Source: an optimization exercise on an open RTL-to-GDS flow (aim: a short achievable clock period and few clock cycles). Production flows keep margins and buffers that such runs may drop.
Function was checked by simulation only, so behaviour that the tests miss may differ from the original.
Power is estimated from default activity; no workload was simulated.

## run 1
## assoc_wb_cache
module assoc_wb_cache #(
    parameter int LINE_SIZE = 16,
    parameter int NUM_SETS  = 16,
    parameter int NUM_WAYS  = 2
) (
    input  logic                          clk,
    input  logic                          reset,
    input  logic                          is_input_valid,
    input  logic [31:0]                   addr,
    input  logic                          mem_rw,
    input  logic [31:0]                   din,
    input  logic [3:0]                    byte_en,
    output logic                          is_ready,
    output logic                          is_output_valid,
    output logic [31:0]                   dout,
    output logic                          is_hit,
    output logic                          mem_req_valid,
    input  logic                          mem_req_ready,
    output logic                          mem_req_write,
    output logic [31-$clog2(LINE_SIZE):0] mem_req_addr,
    output logic [8*LINE_SIZE-1:0]        mem_req_data,
    input  logic                          mem_resp_valid,
    input  logic [8*LINE_SIZE-1:0]        mem_resp_data,
    output logic [31:0]                   hit_count,
    output logic [31:0]                   miss_count
);
    localparam int OFF_W  = $clog2(LINE_SIZE);
    localparam int IDX_W  = $clog2(NUM_SETS);
    localparam int TAG_W  = 32 - IDX_W - OFF_W;
    localparam int LA_W   = 32 - OFF_W;
    localparam int WSEL_W = OFF_W - 2;
    localparam int LINE_W = 8 * LINE_SIZE;
    localparam int WORDS  = LINE_SIZE / 4;
    logic st_idle, st_hit, st_fill_req, st_wb, st_wait, st_done;
    logic [LINE_W-1:0] data0_q  [NUM_SETS];
    logic [LINE_W-1:0] data1_q  [NUM_SETS];
    logic [TAG_W-1:0]  tag0_q   [NUM_SETS];
    logic [TAG_W-1:0]  tag1_q   [NUM_SETS];
    logic [NUM_SETS-1:0] valid0_q, valid1_q, dirty0_q, dirty1_q;
    logic [NUM_SETS-1:0] lru_q;      
    logic [TAG_W-1:0]  rtag_q;
    logic [IDX_W-1:0]  ridx_q;
    logic [WSEL_W-1:0] rwsel_q;
    logic              rrw_q;
    logic [31:0]       rdin_q;
    logic [3:0]        rbe_q;
    logic              way_q;        
    logic              victim_q;
    logic              got_resp_q;
    logic              miss_new_q;   
    logic              nready_q, ovalid_q, ishit_q, rvalid_q, rwrite_q;
  ...
export LEC_CHECK = 0
export ABC_CLOCK_PERIOD_IN_PS = 1500
export CAP_MARGIN = 20
export CORE_MARGIN = 2
export CORE_UTILIZATION = 45
export SLEW_MARGIN = 20
create_clock -name core_clock -period 11.0 [get_ports {clk}]
standard.sh (not shown) runs the stock make flow with config.mk's settings and CLKGATE_MAP_FILE= SYNTH_SCRIPT=/design/flow/synth_recipe.tcl, a recipe that flattens the netlist after the stock synthesis.
==> flow/flow/run.sh <==
#!/bin/bash
# Standard ORFS layout (the standard.sh, standard synthesis unchanged), with
# timing repair asked to leave 7.3 ns of setup slack at the design's 11 ns clock,
# so that it optimises for the period the design can reach. make's full output
# goes to standard.log; each ORFS step keeps its own log under orfs/logs/.
set -euo pipefail
bash standard.sh SETUP_SLACK_MARGIN=7.3 finish > standard.log 2>&1
Run 1 finished every stage and its layout cleared the timing, DRC and antenna checks.
Testbench counts of run 1, summed over its fixed seeds: cycles 77,659.
For run 2, these inputs were changed with respect to run 1:
# run 1
export LEC_CHECK = 0
export ABC_CLOCK_PERIOD_IN_PS = 1500
export CAP_MARGIN = 20
export CORE_MARGIN = 2
export CORE_UTILIZATION = 45
export SLEW_MARGIN = 20
create_clock -name core_clock -period 11.0 [get_ports {clk}]
# run 2
export LEC_CHECK = 0
export ABC_CLOCK_PERIOD_IN_PS = 1500
export CAP_MARGIN = 30
export CORE_MARGIN = 2
export CORE_UTILIZATION = 50
export SLEW_MARGIN = 30
create_clock -name core_clock -period 11.0 [get_ports {clk}]
Results
Sequential share of layout area ends up higher on run 2. Lower hold path depth was reported by run 2, not run 1. | total chip power | run 2 vs run 1 | better |. From run 1 to run 2, H-tree depth did not move at all. Run 2: cell count is 876 lower than what run 1 reported. Sort run 2 and run 1 by final-layout worst hold slack desc -> top: run 2. Run 2 reports a lower area of combinational cells with multiple inputs than run 1 does.

========
## job 101
Another version of the RTL of assoc_wb_cache (not shown whole).
Size in the first run: ~12000 cells after synthesis, ~5400 flip-flops, roughly 460 I/O pins, about 0.21 mm2 of cells after synthesis.
clock: 11.0 ns
lec_check: 0
abc_clock_period_in_ps: 1500
cap_margin: 30
core_margin: 2
core_utilization: 45
slew_margin: 30
==> flow/flow/run.sh <==
#!/bin/bash
# Standard ORFS layout (the standard.sh, standard synthesis unchanged), with
# timing repair asked to leave 8.0 ns of setup slack at the design's 11 ns clock,
# so that it optimises for the period the design can reach. make's full output
# goes to standard.log; each ORFS step keeps its own log under orfs/logs/.
set -euo pipefail
bash standard.sh SETUP_SLACK_MARGIN=8.0 finish > standard.log 2>&1
Testbench counts of job 101, summed over its fixed seeds: cycles 77,659.
### job 101 -> job 102
==> flow/flow/run.sh <==
#!/bin/bash
# Standard ORFS layout (the standard.sh, standard synthesis unchanged), with
# timing repair asked to leave 7.7 ns of setup slack at the design's 11 ns clock,
# so that it optimises for the period the design can reach. make's full output
# goes to standard.log; each ORFS step keeps its own log under orfs/logs/.
set -euo pipefail
bash standard.sh SETUP_SLACK_MARGIN=7.7 finish > standard.log 2>&1
Results
- Job 101 → job 102: combinational group share of total power down 0.2 points; area of the mapped netlist flat; part of the cycle the worst path needs down 1.3 points; cell depth of the worst flop-to-flop path up 1.
- Start point of the critical path: addr[16] -> job 102, addr[6] -> job 101
### job 102 -> job 103
==> flow/flow/run.sh <==
#!/bin/bash
# Standard ORFS layout (the standard.sh, standard synthesis unchanged), with
# timing repair asked to leave 7.3 ns of setup slack at the design's 11 ns clock,
# so that it optimises for the period the design can reach. make's full output
# goes to standard.log; each ORFS step keeps its own log under orfs/logs/.
set -euo pipefail
bash standard.sh SETUP_SLACK_MARGIN=7.3 finish > standard.log 2>&1
==> comparison <==
- In the tables for job 102 and job 103, critical path depth reads higher with job 103.
- Run comparison: job 102 capture point of the worst path dout_q[6]; job 103 capture point of the worst path rvalid_q
- Taking job 102 as the reference, in job 103 worst setup slack went down 0.15 ns, fraction of power consumed by the clock network saw an increase, total wirelength of the detailed-routed design went down by 95000 um.
- Where setup slack at placement is concerned, job 102 is better than job 103.
For job 104, these inputs were changed with respect to job 103:
Settings: a change of ABC_CLOCK_PERIOD_IN_PS from 1500 to 1000.
==> flow/flow/run.sh <==
#!/bin/bash
# Standard ORFS layout (the standard.sh, standard synthesis unchanged), with
# timing repair asked to leave 7.7 ns of setup slack at the design's 11 ns clock,
# so that it optimises for the period the design can reach. make's full output
# goes to standard.log; each ORFS step keeps its own log under orfs/logs/.
set -euo pipefail
bash standard.sh SETUP_SLACK_MARGIN=7.7 finish > standard.log 2>&1
--- outcome ---
Compared with job 103, job 104 ends up with more cell area.
The run showing the greater total vias in the final route is job 104.
Looking at number of cells on the worst hold path across job 104 and job 103, the one that comes out lower is job 104.
After synthesis and placement, the instance count of job 104 is above that of job 103.
Lower maximum fanout count along the critical path among job 104 and job 103: job 104

## separate check: timing with driven ports
How much do the figures lean on ideal ports? The routed layouts below were timed once more, with nothing changed but the port constraints. Step 1 sets driving cells, clkbuf_16 on the clock port and buf_2 on the other inputs (assumed; they add their load-dependent delay and slew). Step 2 times the ports against the registers' clock, not the clock port: input delays grow and output delays shrink by t, the midpoint of the rising clock arrivals with the driver on. a / b / c = ideal / step 1 / step 2; a / b = the first two.
| run | t, ns | setup WS [ns] | worst hold slack (ns) | worst setup path at the end |
|---|---|---|---|---|
| run 1 | 1.210 | 6.703 / 6.470 / 5.260 | 0.477 / 0.477 / 0.477 | input to register |
| run 2 | 1.169 | 6.555 / 6.324 / 5.155 | 0.498 / 0.498 / 0.498 | input to register |
| job 101 | 1.191 | 6.592 / 6.633 / 5.443 | 0.483 / 0.483 / 0.483 | input to register |
| job 102 | 1.249 | 6.735 / 6.812 / 5.563 | 0.433 / 0.433 / 0.433 | input to register |
| job 103 | 1.213 | 6.585 / 6.662 / 5.449 | 0.486 / 0.486 / 0.486 | input to register |
| job 104 | 1.249 | 6.735 / 6.812 / 5.563 | 0.433 / 0.433 / 0.433 | input to register |
After both steps setup and hold are still met in every run listed. For run 1, which loses most, drivers alone change the setup slack by -0.233 ns; drivers and shift together by -1.443 ns.
